What follows belongs to an exercise in optimizing a design on an open flow for a short achievable clock period and few clock cycles per item; a production flow would make more cautious choices. Only simulation tests tie the RTL to the original design; equivalence was not proved. Power and IR drop assume default switching activity.

==> inputs of job 5387 <==
// ibuf_rdreq_mgmt
module ibuf_rdreq_mgmt #(
  parameter int unsigned BW       = 9,
  parameter int unsigned TAG_W    = 5,
  parameter int unsigned MX_OS_RQ = 4
) (
  input  logic             clk,
  input  logic             rst,
  input  logic [2:0]       cfg_max_rd_req_size,
  input  logic [63:0]      lbuf_addr,
  input  logic [31:0]      lbuf_len,
  input  logic             lbuf_en,
  output logic             lbuf_dn,
  input  logic [BW:0]      cons,
  output logic [BW:0]      committed_prod,
  output logic             rd,
  output logic [63:0]      hst_addr,
  output logic [9:0]       rd_qw,
  input  logic             rd_ack,
  input  logic [TAG_W-1:0] rd_tag,
  input  logic [TAG_W-1:0] cpl_tag,
  output logic [BW-1:0]    cpl_base,
  input  logic             cpl_vld,
  input  logic             cpl_last,
  output logic             err
);
  localparam int unsigned N    = MX_OS_RQ;
  localparam int unsigned PtrW = (N > 1) ? $clog2(N) : 1;
  typedef logic [BW:0] ptr_t;
  function automatic logic [32:0] pp_add32(input logic [31:0] a, input logic [31:0] b,
                                           input logic ci);
    logic [31:0] g, p, gg, pp;
    g  = a & b;
    p  = a ^ b;
    gg = g;
    pp = p;
    gg[0] = g[0] | (p[0] & ci);
    for (int d = 1; d < 32; d = d * 2) begin
      for (int i = 31; i >= d; i--) begin
        gg[i] = gg[i] | (pp[i] & gg[i-d]);
        pp[i] = pp[i] & pp[i-d];
      end
    end
    pp_add32 = {gg[31], p ^ {gg[30:0], ci}};
  endfunction
  function automatic logic [10:0] pp_add10(input logic [9:0] a, input logic [9:0] b,
                                           input logic ci);
    logic [9:0] g, p, gg, pp;
    g  = a & b;
    p  = a ^ b;
    gg = g;
    pp = p;
    gg[0] = g[0] | (p[0] & ci);
    for (int d = 1; d < 10; d = d * 2) begin
      for (int i = 9; i >= d; i--) begin
        gg[i] = gg[i] | (pp[i] & gg[i-d]);
        pp[i] = pp[i] & pp[i-d];
      end
    end
  ...
clock: 8.0 ns
lec_check: 0
cap_margin: 20
core_margin: 2
core_utilization: 40
setup_slack_margin: 4
slew_margin: 20
synth_hierarchical: 1
synth_minimum_keep_size: 0
tns_end_percent: 100
run.sh (not shown) runs the stock make flow with config.mk's settings and CLKGATE_MAP_FILE= SYNTH_SCRIPT=/design/flow/synth_recipe.tcl, a recipe that flattens the netlist after the stock synthesis.
==> job 3705 (differences from job 5387) <==
--- a/flow/design.v
+++ b/flow/design.v
@@ -83,14 +83,24 @@
     le512 = (x[31:10] == '0) && (!x[9] || (x[8:0] == '0));
   endfunction
   function automatic logic fits_y(input logic [9:0] y, input logic [9:0] cs);
     logic [9:0] s;
     s = sub10(y, cs);
     fits_y = !s[9];
   endfunction
+  function automatic logic fits_ab(input logic [9:0] a, input logic [9:0] b,
+                                   input logic [9:0] cs);
+    logic [9:0]  s, c, ncs;
+    logic [10:0] t;
+    ncs = ~cs;
+    s   = a ^ b ^ ncs;
+    c   = (a & b) | (a & ncs) | (b & ncs);
+    t   = pp_add10(s, {c[8:0], 1'b0}, 1'b1);
+    fits_ab = !t[9];
+  endfunction
   function automatic logic [PtrW-1:0] ptr_add(input logic [PtrW-1:0] p, input int unsigned k);
     ptr_add = PtrW'((int'(p) + k) % N);
   endfunction
   logic             busy_q;      
   logic             more_q;      
   logic [63:12]     hi_q;        
   logic [8:0]       lo_q;        
@@ -466,14 +476,24 @@
     le512 = (x[31:10] == '0) && (!x[9] || (x[8:0] == '0));
   endfunction
   function automatic logic fits_y(input logic [9:0] y, input logic [9:0] cs);
     logic [9:0] s;
     s = sub10(y, cs);
     fits_y = !s[9];
   endfunction
+  function automatic logic fits_ab(input logic [9:0] a, input logic [9:0] b,
+                                   input logic [9:0] cs);
+    logic [9:0]  s, c, ncs;
+    logic [10:0] t;
+    ncs = ~cs;
+    s   = a ^ b ^ ncs;
+    c   = (a & b) | (a & ncs) | (b & ncs);
+    t   = pp_add10(s, {c[8:0], 1'b0}, 1'b1);
+    fits_ab = !t[9];
+  endfunction
   always_comb begin
     logic        lt_l, lt_b, l_lt_b, sel_l, sel_b, b_eq_m;
     logic [31:0] la_b, la_m;
     logic [51:0] hp;
     lt_l   = ~|(la[31:4] & hm);
     lt_b   = ~|(ba[9:4] & hm[5:0]);
     l_lt_b = (la[31:10] == '0) && lt10(la[9:0], ba);
@@ -582,17 +602,26 @@
     le512 = (x[31:10] == '0) && (!x[9] || (x[8:0] == '0));
   endfunction
   function automatic logic fits_y(input logic [9:0] y, input logic [9:0] cs);
     logic [9:0] s;
     s = sub10(y, cs);
     fits_y = !s[9];
   endfunction
-  assign fit1  = fits_y(add10(im1, mx), cons) ||
-                 (le512(la) && fits_y(add10(im1, la[9:0]), cons)) ||
-                 fits_y(add10(im1, ba), cons);
+  function automatic logic fits_ab(input logic [9:0] a, input logic [9:0] b,
+                                   input logic [9:0] cs);
+    logic [9:0]  s, c, ncs;
+    logic [10:0] t;
+    ncs = ~cs;
+    s   = a ^ b ^ ncs;
+    c   = (a & b) | (a & ncs) | (b & ncs);
+    t   = pp_add10(s, {c[8:0], 1'b0}, 1'b1);
+    fits_ab = !t[9];
+  endfunction
+  assign fit1  = fits_ab(im1, mx, cons) || (le512(la) && fits_ab(im1, la[9:0], cons)) ||
+                 fits_ab(im1, ba, cons);
   assign fit_c = fits_y(im1, cons);
 endmodule
 module ibuf_rdreq_first (
   input  logic [2:0]  cfg,
   input  logic [8:0]  addr,      
   input  logic [31:0] len,
   input  logic [9:0]  iprod,
@@ -665,14 +694,24 @@
     le512 = (x[31:10] == '0) && (!x[9] || (x[8:0] == '0));
   endfunction
   function automatic logic fits_y(input logic [9:0] y, input logic [9:0] cs);
     logic [9:0] s;
     s = sub10(y, cs);
     fits_y = !s[9];
   endfunction
+  function automatic logic fits_ab(input logic [9:0] a, input logic [9:0] b,
+                                   input logic [9:0] cs);
+    logic [9:0]  s, c, ncs;
+    logic [10:0] t;
+    ncs = ~cs;
+    s   = a ^ b ^ ncs;
+    c   = (a & b) | (a & ncs) | (b & ncs);
+    t   = pp_add10(s, {c[8:0], 1'b0}, 1'b1);
+    fits_ab = !t[9];
+  endfunction
   always_comb begin
     logic        lt_l, lt_b, l_lt_b, sel_l, sel_b, b_eq_m;
     logic [9:0]  bnd0, ipm1, free;
     logic [10:0] s10;
     logic [31:0] len_b, len_m;
     logic [32:0] s33;
     unique case (cfg)
==> job 9063 (differences from job 5387) <==
--- a/flow/design.v
+++ b/flow/design.v
@@ -83,14 +83,24 @@
     le512 = (x[31:10] == '0) && (!x[9] || (x[8:0] == '0));
   endfunction
   function automatic logic fits_y(input logic [9:0] y, input logic [9:0] cs);
     logic [9:0] s;
     s = sub10(y, cs);
     fits_y = !s[9];
   endfunction
+  function automatic logic fits_ab(input logic [9:0] a, input logic [9:0] b,
+                                   input logic [9:0] cs);
+    logic [9:0]  s, c, ncs;
+    logic [10:0] t;
+    ncs = ~cs;
+    s   = a ^ b ^ ncs;
+    c   = (a & b) | (a & ncs) | (b & ncs);
+    t   = pp_add10(s, {c[8:0], 1'b0}, 1'b1);
+    fits_ab = !t[9];
+  endfunction
   function automatic logic [PtrW-1:0] ptr_add(input logic [PtrW-1:0] p, input int unsigned k);
     ptr_add = PtrW'((int'(p) + k) % N);
   endfunction
   logic             busy_q;      
   logic             more_q;      
   logic [63:12]     hi_q;        
   logic [8:0]       lo_q;        
@@ -466,14 +476,24 @@
     le512 = (x[31:10] == '0) && (!x[9] || (x[8:0] == '0));
   endfunction
   function automatic logic fits_y(input logic [9:0] y, input logic [9:0] cs);
     logic [9:0] s;
     s = sub10(y, cs);
     fits_y = !s[9];
   endfunction
+  function automatic logic fits_ab(input logic [9:0] a, input logic [9:0] b,
+                                   input logic [9:0] cs);
+    logic [9:0]  s, c, ncs;
+    logic [10:0] t;
+    ncs = ~cs;
+    s   = a ^ b ^ ncs;
+    c   = (a & b) | (a & ncs) | (b & ncs);
+    t   = pp_add10(s, {c[8:0], 1'b0}, 1'b1);
+    fits_ab = !t[9];
+  endfunction
   always_comb begin
     logic        lt_l, lt_b, l_lt_b, sel_l, sel_b, b_eq_m;
     logic [31:0] la_b, la_m;
     logic [51:0] hp;
     lt_l   = ~|(la[31:4] & hm);
     lt_b   = ~|(ba[9:4] & hm[5:0]);
     l_lt_b = (la[31:10] == '0) && lt10(la[9:0], ba);
@@ -582,17 +602,26 @@
     le512 = (x[31:10] == '0) && (!x[9] || (x[8:0] == '0));
   endfunction
   function automatic logic fits_y(input logic [9:0] y, input logic [9:0] cs);
     logic [9:0] s;
     s = sub10(y, cs);
     fits_y = !s[9];
   endfunction
-  assign fit1  = fits_y(add10(im1, mx), cons) ||
-                 (le512(la) && fits_y(add10(im1, la[9:0]), cons)) ||
-                 fits_y(add10(im1, ba), cons);
+  function automatic logic fits_ab(input logic [9:0] a, input logic [9:0] b,
+                                   input logic [9:0] cs);
+    logic [9:0]  s, c, ncs;
+    logic [10:0] t;
+    ncs = ~cs;
+    s   = a ^ b ^ ncs;
+    c   = (a & b) | (a & ncs) | (b & ncs);
+    t   = pp_add10(s, {c[8:0], 1'b0}, 1'b1);
+    fits_ab = !t[9];
+  endfunction
+  assign fit1  = fits_ab(im1, mx, cons) || (le512(la) && fits_ab(im1, la[9:0], cons)) ||
+                 fits_ab(im1, ba, cons);
   assign fit_c = fits_y(im1, cons);
 endmodule
 module ibuf_rdreq_first (
   input  logic [2:0]  cfg,
   input  logic [8:0]  addr,      
   input  logic [31:0] len,
   input  logic [9:0]  iprod,
@@ -665,14 +694,24 @@
     le512 = (x[31:10] == '0) && (!x[9] || (x[8:0] == '0));
   endfunction
   function automatic logic fits_y(input logic [9:0] y, input logic [9:0] cs);
     logic [9:0] s;
     s = sub10(y, cs);
     fits_y = !s[9];
   endfunction
+  function automatic logic fits_ab(input logic [9:0] a, input logic [9:0] b,
+                                   input logic [9:0] cs);
+    logic [9:0]  s, c, ncs;
+    logic [10:0] t;
+    ncs = ~cs;
+    s   = a ^ b ^ ncs;
+    c   = (a & b) | (a & ncs) | (b & ncs);
+    t   = pp_add10(s, {c[8:0], 1'b0}, 1'b1);
+    fits_ab = !t[9];
+  endfunction
   always_comb begin
     logic        lt_l, lt_b, l_lt_b, sel_l, sel_b, b_eq_m;
     logic [9:0]  bnd0, ipm1, free;
     logic [10:0] s10;
     logic [31:0] len_b, len_m;
     logic [32:0] s33;
     unique case (cfg)
--- a/flow/config.mk
+++ b/flow/config.mk
@@ -4,12 +4,12 @@
 export VERILOG_FILES = /design/flow/design.v
 export SDC_FILE = /design/flow/constraint.sdc
 export NUM_CORES = 4
 export LEC_CHECK = 0
 export CAP_MARGIN = 20
 export CORE_MARGIN = 2
 export CORE_UTILIZATION = 40
-export SETUP_SLACK_MARGIN = 4
+export SETUP_SLACK_MARGIN = 4.5
 export SLEW_MARGIN = 20
 export SYNTH_HIERARCHICAL = 1
 export SYNTH_MINIMUM_KEEP_SIZE = 0
 export TNS_END_PERCENT = 100
==> summary of the runs <==
- Job 5387 completed with no timing, DRC or antenna violations. Job 3705 produced a clean layout. Job 9063 went through all stages and came out clean.
- Of job 5387 and job 9063, job 5387 has the higher fmax (gap about 0.7%, measured against job 9063).
- The highest first-iteration DRC count belongs to job 9063, the lowest to job 5387.
- In job 9063 the synthesized cell count is lower than in job 5387, by 2.2%.
- Register-to-register slack: job 5387 < job 9063 < job 3705.
- Total power: job 9063 > job 5387 > job 3705.
- Combinational power, lowest first: job 3705, job 5387, job 9063.
- Between job 3705 and job 5387, the lower sequential share of layout area is in job 5387 (gap 0.27 points).
- Final area: job 9063 > job 5387 > job 3705.
==> figures <==
Internal power: job 3705 7.144 mW; job 5387 7.283 mW; job 9063 7.503 mW
Number of vias per cell: job 3705 5.944; job 5387 5.931; job 9063 6.070
Met2 routed wirelength: job 3705 51990 um; job 5387 52320 um; job 9063 51920 um
Total routed wire length on the met1 layer: job 3705 48310 um; job 5387 49040 um; job 9063 48330 um
Worst Hold Path EP: job 3705 err_q$_DFFE_PN0P_; job 5387 err_q$_DFFE_PN0P_; job 9063 hm_q[13]$_DFFE_PN1P_
Minimum setup slack after placement: job 3705 1890 ps; job 5387 1856 ps; job 9063 2137 ps
Result of the run: job 3705 complete, no violations; job 5387 complete, no violations; job 9063 complete, no violations
Detailed-route wire length per cell: job 3705 22.81 um; job 5387 22.44 um; job 9063 23.50 um
Shortest clock period the worst path allows after layout: job 3705 4190 ps; job 5387 4181 ps; job 9063 4210 ps
Instance count on the critical path: job 3705 7; job 5387 6; job 9063 6
Comb pwr share: job 3705 60.9%; job 5387 62.1%; job 9063 61.8%
Routed wire length: job 3705 112600 um; job 5387 114000 um; job 9063 117200 um
Complex-gate fraction of the synthesized area: job 3705 19.55%; job 5387 20.30%; job 9063 19.55%
HPWL after detailed placement: job 3705 79100 um; job 5387 79040 um; job 9063 78040 um
Post-route worst setup slack: job 3705 3810 ps; job 5387 3819 ps; job 9063 3790 ps
Crit path buf inv count: job 3705 3; job 5387 2; job 9063 2
Fraction of area in clock buffers and inverters: job 3705 3.607%; job 5387 3.507%; job 9063 3.770%
Testbench counts of job 5387, summed over its fixed seeds: cycles 27,721, qwords 237,937.
Testbench counts of job 3705, summed over its fixed seeds: cycles 27,721, qwords 237,937.
Testbench counts of job 9063, summed over its fixed seeds: cycles 27,721, qwords 237,937.

==> inputs of build 89 <==
==> flow/design.v <==
`timescale 1ns/1ps
module ibuf_rdreq_mgmt #(
  parameter int unsigned BW       = 9,
  parameter int unsigned TAG_W    = 5,
  parameter int unsigned MX_OS_RQ = 4
) (
  input  logic             clk,
  input  logic             rst,
  input  logic [2:0]       cfg_max_rd_req_size,
  input  logic [63:0]      lbuf_addr,
  input  logic [31:0]      lbuf_len,
  input  logic             lbuf_en,
  output logic             lbuf_dn,
  input  logic [BW:0]      cons,
  output logic [BW:0]      committed_prod,
  output logic             rd,
  output logic [63:0]      hst_addr,
  output logic [9:0]       rd_qw,
  input  logic             rd_ack,
  input  logic [TAG_W-1:0] rd_tag,
  input  logic [TAG_W-1:0] cpl_tag,
  output logic [BW-1:0]    cpl_base,
  input  logic             cpl_vld,
  input  logic             cpl_last,
  output logic             err
);
  localparam int unsigned N   = MX_OS_RQ;
  localparam int unsigned PtrW = (N > 1) ? $clog2(N) : 1;
  typedef logic [BW:0] ptr_t;
  function automatic logic [PtrW-1:0] ptr_add(input logic [PtrW-1:0] p, input int unsigned k);
    ptr_add = PtrW'((int'(p) + k) % N);
  endfunction
  function automatic logic [9:0] mx_of(input logic [2:0] c);
    unique case (c)
      3'd0:    mx_of = 10'd16;
      3'd1:    mx_of = 10'd32;
      3'd2:    mx_of = 10'd64;
      3'd3:    mx_of = 10'd128;
      3'd4:    mx_of = 10'd256;
      default: mx_of = 10'd512;
    endcase
  endfunction
  function automatic logic [27:0] hm_of(input logic [2:0] c);
    unique case (c)
      3'd0:    hm_of = 28'hFFF_FFFF;
      3'd1:    hm_of = 28'hFFF_FFFE;
      3'd2:    hm_of = 28'hFFF_FFFC;
      3'd3:    hm_of = 28'hFFF_FFF8;
      3'd4:    hm_of = 28'hFFF_FFF0;
      default: hm_of = 28'hFFF_FFE0;
    endcase
  endfunction
  function automatic logic [9:0] pick(input logic [31:0] l, input logic [9:0] b,
                                      input logic [27:0] hm, input logic [9:0] mx);
    logic lt_l, lt_b, l_lt_b;
    lt_l   = ~|(l[31:4] & hm);
    lt_b   = ~|(b[9:4] & hm[5:0]);
    l_lt_b = (l[31:10] == '0) && (l[9:0] < b);
    if (lt_l && (l_lt_b || !lt_b)) pick = l[9:0];
    else if (lt_b)                 pick = b;
    else                           pick = mx;
  endfunction
  function automatic logic fits(input logic [9:0] c, input ptr_t ip, input ptr_t cs);
    ptr_t used;
    used = ip - cs;
    fits = ({1'b0, c} + {1'b0, used}) <= 11'd512;
  endfunction
  logic             busy_q;      
  logic             more_q;      
  logic [63:12]     hi_q;        
  logic [8:0]       lo_q;        
  logic [2:0]       lb_q;        
  logic [9:0]       bnd_q;       
  logic [31:0]      left_q;      
  logic [9:0]       chunk_q;     
  logic [9:0]       mx_q;
  logic [27:0]      hm_q;
  logic             rd_q;
  logic             dn_q;
  ptr_t             iprod_q;
  ptr_t             comm_q;
  logic             err_q;
  logic [N-1:0]     vld_q, done_q;
  logic [TAG_W-1:0] tag_q  [N];
  logic [BW-1:0]    base_q [N];
  ptr_t             end_q  [N];
  logic [PtrW-1:0]  hd_q, wp_q;
  logic [N-1:0] hit, hit_nd;
  logic         legal;
  always_comb begin
    cpl_base = '0;
    for (int i = 0; i < N; i++) begin
      hit[i]    = vld_q[i] && (tag_q[i] == cpl_tag);
      hit_nd[i] = hit[i] && !done_q[i];
      cpl_base  = cpl_base | (hit[i] ? base_q[i] : '0);
    end
  end
  assign legal = |hit_nd;
  logic [N-1:0]    run_mask;
  logic [PtrW:0]   run_len;
  ptr_t            run_end;
  logic            run_all;
  always_comb begin
    logic       go;
    logic [PtrW-1:0] p;
    run_mask = '0;
    run_len  = '0;
    run_end  = end_q[hd_q];
    go       = 1'b1;
    for (int k = 0; k < N; k++) begin
      p = ptr_add(hd_q, k);
      if (k > 0) go = go && vld_q[p] && done_q[p];
      if (go) begin
        run_mask[p] = 1'b1;
        run_len     = run_len + 1'b1;
        run_end     = end_q[p];
      end
    end
    run_all = (vld_q & ~run_mask) == '0;
  end
  logic head_hit;
  assign head_hit = cpl_vld && cpl_last && hit_nd[hd_q];
  logic [PtrW:0] cnt;
  always_comb begin
    cnt = '0;
    for (int i = 0; i < N; i++) cnt = cnt + vld_q[i];
  end
  logic push;
  assign push = rd_q && rd_ack;
  logic full_nx, empty_nx;
  assign full_nx  = !head_hit && (push ? (cnt == (PtrW+1)'(N - 1)) : (cnt == (PtrW+1)'(N)));
  assign empty_nx = !push && ((vld_q == '0) || (head_hit && run_all));
  logic [31:0]  left1;
  logic [9:0]   bnd1, c1;
  logic         wrap4k, more1;
  logic [8:0]   lo1;
  logic [63:12] hi1;
  ptr_t         iprod1;
  assign left1  = left_q - {22'b0, chunk_q};
  assign wrap4k  = bnd_q == chunk_q;
  assign bnd1   = wrap4k ? 10'd512 : bnd_q - chunk_q;
  assign lo1    = lo_q + chunk_q[8:0];
  assign hi1    = hi_q + {51'b0, wrap4k};
  assign c1     = pick(left1, bnd1, hm_q, mx_q);
  assign more1  = left1 != '0;
  assign iprod1 = iprod_q + ptr_t'(chunk_q);
  logic         start;
  logic [9:0]   mx0, bnd0, c0;
  logic [27:0]  hm0;
  logic         more0;
  assign start = lbuf_en && !busy_q;
  assign mx0   = mx_of(cfg_max_rd_req_size);
  assign hm0   = hm_of(cfg_max_rd_req_size);
  assign bnd0  = 10'd512 - {1'b0, lbuf_addr[11:3]};
  assign c0    = pick(lbuf_len, bnd0, hm0, mx0);
  assign more0 = lbuf_len != '0;
  always_ff @(posedge clk or negedge rst) begin
    if (!rst) begin
      busy_q  <= 1'b0;
      more_q  <= 1'b0;
      hi_q    <= '0;
      lo_q    <= '0;
      lb_q    <= '0;
      bnd_q   <= 10'd512;
      left_q  <= '0;
      chunk_q <= '0;
      mx_q    <= 10'd16;
      hm_q    <= 28'hFFF_FFFF;
      rd_q    <= 1'b0;
      dn_q    <= 1'b0;
      iprod_q <= '0;
    end else begin
      if (start) begin
        busy_q  <= more0;
        dn_q    <= !more0;
        more_q  <= more0;
        hi_q    <= lbuf_addr[63:12];
        lo_q    <= lbuf_addr[11:3];
        lb_q    <= lbuf_addr[2:0];
        bnd_q   <= bnd0;
        left_q  <= lbuf_len;
        chunk_q <= c0;
        mx_q    <= mx0;
        hm_q    <= hm0;
        rd_q    <= more0 && fits(c0, iprod_q, cons);
      end else if (push) begin
        more_q  <= more1;
        hi_q    <= hi1;
        lo_q    <= lo1;
        bnd_q   <= bnd1;
        left_q  <= left1;
        chunk_q <= c1;
        iprod_q <= iprod1;
        rd_q    <= more1 && !full_nx && fits(c1, iprod1, cons);
        dn_q    <= 1'b0;
      end else begin
        rd_q    <= busy_q && more_q && !full_nx && fits(chunk_q, iprod_q, cons);
        dn_q    <= busy_q && !more_q && empty_nx;
        if (busy_q && !more_q && empty_nx) begin
          busy_q <= 1'b0;
        end
      end
    end
  end
  always_ff @(posedge clk or negedge rst) begin
    if (!rst) begin
      vld_q  <= '0;
      done_q <= '0;
      for (int i = 0; i < N; i++) begin
        tag_q[i]  <= '0;
        base_q[i] <= '0;
        end_q[i]  <= '0;
      end
      hd_q   <= '0;
      wp_q   <= '0;
      comm_q <= '0;
      err_q  <= 1'b0;
    end else begin
      if (cpl_vld && !legal) begin
        err_q <= 1'b1;
      end
      for (int i = 0; i < N; i++) begin
        if (cpl_vld && cpl_last && hit_nd[i]) begin
          done_q[i] <= 1'b1;
        end
        if (head_hit && run_mask[i]) begin
          vld_q[i]  <= 1'b0;
          done_q[i] <= 1'b0;
        end
      end
      if (head_hit) begin
        comm_q <= run_end;
        hd_q   <= hd_q + run_len[PtrW-1:0];
      end
      if (push) begin
        vld_q[wp_q]  <= 1'b1;
        done_q[wp_q] <= 1'b0;
        tag_q[wp_q]  <= rd_tag;
        base_q[wp_q] <= iprod_q[BW-1:0];
        end_q[wp_q]  <= iprod1;
        wp_q         <= ptr_add(wp_q, 1);
      end
    end
  end
  assign lbuf_dn        = dn_q;
  assign committed_prod = comm_q;
  assign rd             = rd_q;
  assign hst_addr       = {hi_q, lo_q, lb_q};
  assign rd_qw          = chunk_q;
  assign err            = err_q;
endmodule
==> flow/run.sh <==
#!/bin/bash
# synth_recipe.tcl (not shown) runs the flow's synth.tcl, then flattens the netlist and writes it again
# the make line also repeats each setting of config.mk as NAME=value (left out here)
make -C /OpenROAD-flow-scripts/flow DESIGN_CONFIG=/design/flow/config.mk WORK_HOME=/design/flow/orfs CLKGATE_MAP_FILE= SYNTH_SCRIPT=/design/flow/synth_recipe.tcl finish
==> flow/config.mk <==
export PLATFORM = sky130hd
export DESIGN_NAME = ibuf_rdreq_mgmt
export DESIGN_NICKNAME = ibuf_rdreq_mgmt
export VERILOG_FILES = /design/flow/design.v
export SDC_FILE = /design/flow/constraint.sdc
export NUM_CORES = 4
export LEC_CHECK = 0
export ABC_CLOCK_PERIOD_IN_PS = 3500
export CAP_MARGIN = 20
export CORE_MARGIN = 2
export CORE_UTILIZATION = 40
export SETUP_SLACK_MARGIN = 4
export SLEW_MARGIN = 20
export TNS_END_PERCENT = 100
==> flow/constraint.sdc <==
create_clock -name core_clock -period 8.0 [get_ports {clk}]
set_input_delay 1.6000 -clock core_clock [delete_from_list [all_inputs] [get_ports {clk}]]
set_output_delay 1.6000 -clock core_clock [all_outputs]
set_load 0.01 [all_outputs]
==> inputs of trial 98, as changes to build 89 <==
--- a/flow/config.mk
+++ b/flow/config.mk
@@ -6,9 +6,6 @@
 export NUM_CORES = 4
 export LEC_CHECK = 0
-export ABC_CLOCK_PERIOD_IN_PS = 3500
 export CAP_MARGIN = 20
 export CORE_MARGIN = 2
 export CORE_UTILIZATION = 40
-export SETUP_SLACK_MARGIN = 4
 export SLEW_MARGIN = 20
-export TNS_END_PERCENT = 100
==> parameters.txt <==
Parameter                              Value

Power
  Combinational logic power    6.11 mW

Outcome
  Result of the run    complete, no violations

Detailed routing
  Sum of routed wire length over all layers    58500 um
  Max layer used    met4
  Met2 WL post-DR    27900 um

Place
  Setup slack at placement    0.0511 ns
  Total placed cells including tap cells    2888
  Final weighted congestion of routability-driven global placement    0.896
  HPWL after detailed placement    42600 um

Setup path
  Number of cell instances on the worst register-to-register path    18

Global routing
  GR Layer Usage met1    0.329
  Met3 track demand over resource    0.0374

STA
  Highest clock frequency the design can meet    133 MHz
  Worst hold slack across all endpoints    0.472 ns

Layout
  Most used cells in the layout excluding fill and tap cells    317 x nand2_1, 253 x dfrtp_1, 230 x o21ai_0, 219 x clkdlybuf4s50_1, 136 x nor2_1

CTS
  Post_cts resized    0
(the above is from trial 98)
==> parameters.txt <==
Parameter                              Value

Place
  HPWL after detailed placement    43000 um
  Setup slack at placement    0.178 ns
  Final weighted congestion of routability-driven global placement    0.896

Outcome
  Result of the run    complete, no violations

Detailed routing
  Sum of routed wire length over all layers    61900 um
  Max layer used    met5

Layout
  Most used cells in the layout excluding fill and tap cells    312 x nand2_1, 245 x dfrtp_1, 223 x o21ai_0, 195 x clkdlybuf4s50_1, 129 x nor2_1

Power
  Combinational logic power    6.96 mW

Setup path
  Number of cell instances on the worst register-to-register path    19
(the above is from build 89)
Testbench counts of build 89, summed over its fixed seeds: cycles 27,721, qwords 237,937.
Testbench counts of trial 98, summed over its fixed seeds: cycles 27,721, qwords 237,937.

-- static timing again, ports no longer ideal --
In the flow no input, the clock included, has a driving cell. The finished layouts below were timed again as built, in two steps.
Step 1: set_driving_cell puts a clkbuf_16 on clk and a buf_2 on each other input, an assumption about the parent block.
Step 2 moves the port delays by t, midway between the first and last clock arrival at a register: inputs arrive t later, outputs are due t later. That takes back most of the time a late clock gives input paths.
Slacks: ideal ports / drivers / drivers and shift; pairs: ideal ports / drivers.
run | t, ns | setup WS [ns] | worst register clock-pin slew, ns | cell pins on the clock port's net
job 5387 | 0.648 | 3.819 / 3.741 / 3.332 | 0.07 / 0.07 | 1
job 3705 | 0.657 | 3.810 / 3.742 / 3.282 | 0.07 / 0.07 | 1
job 9063 | 0.657 | 3.790 / 3.714 / 3.188 | 0.06 / 0.06 | 1
build 89 | 0.599 | 1.797 / 1.788 / 1.189 | 0.06 / 0.06 | 1
trial 98 | 0.595 | 0.505 / 0.531 / -0.065 | 0.06 / 0.06 | 1
Met with ideal ports but missed after step 2: setup timing in trial 98. The setup slack of build 89, which loses most, moves by -0.009 ns with the drivers and by -0.608 ns with both steps.
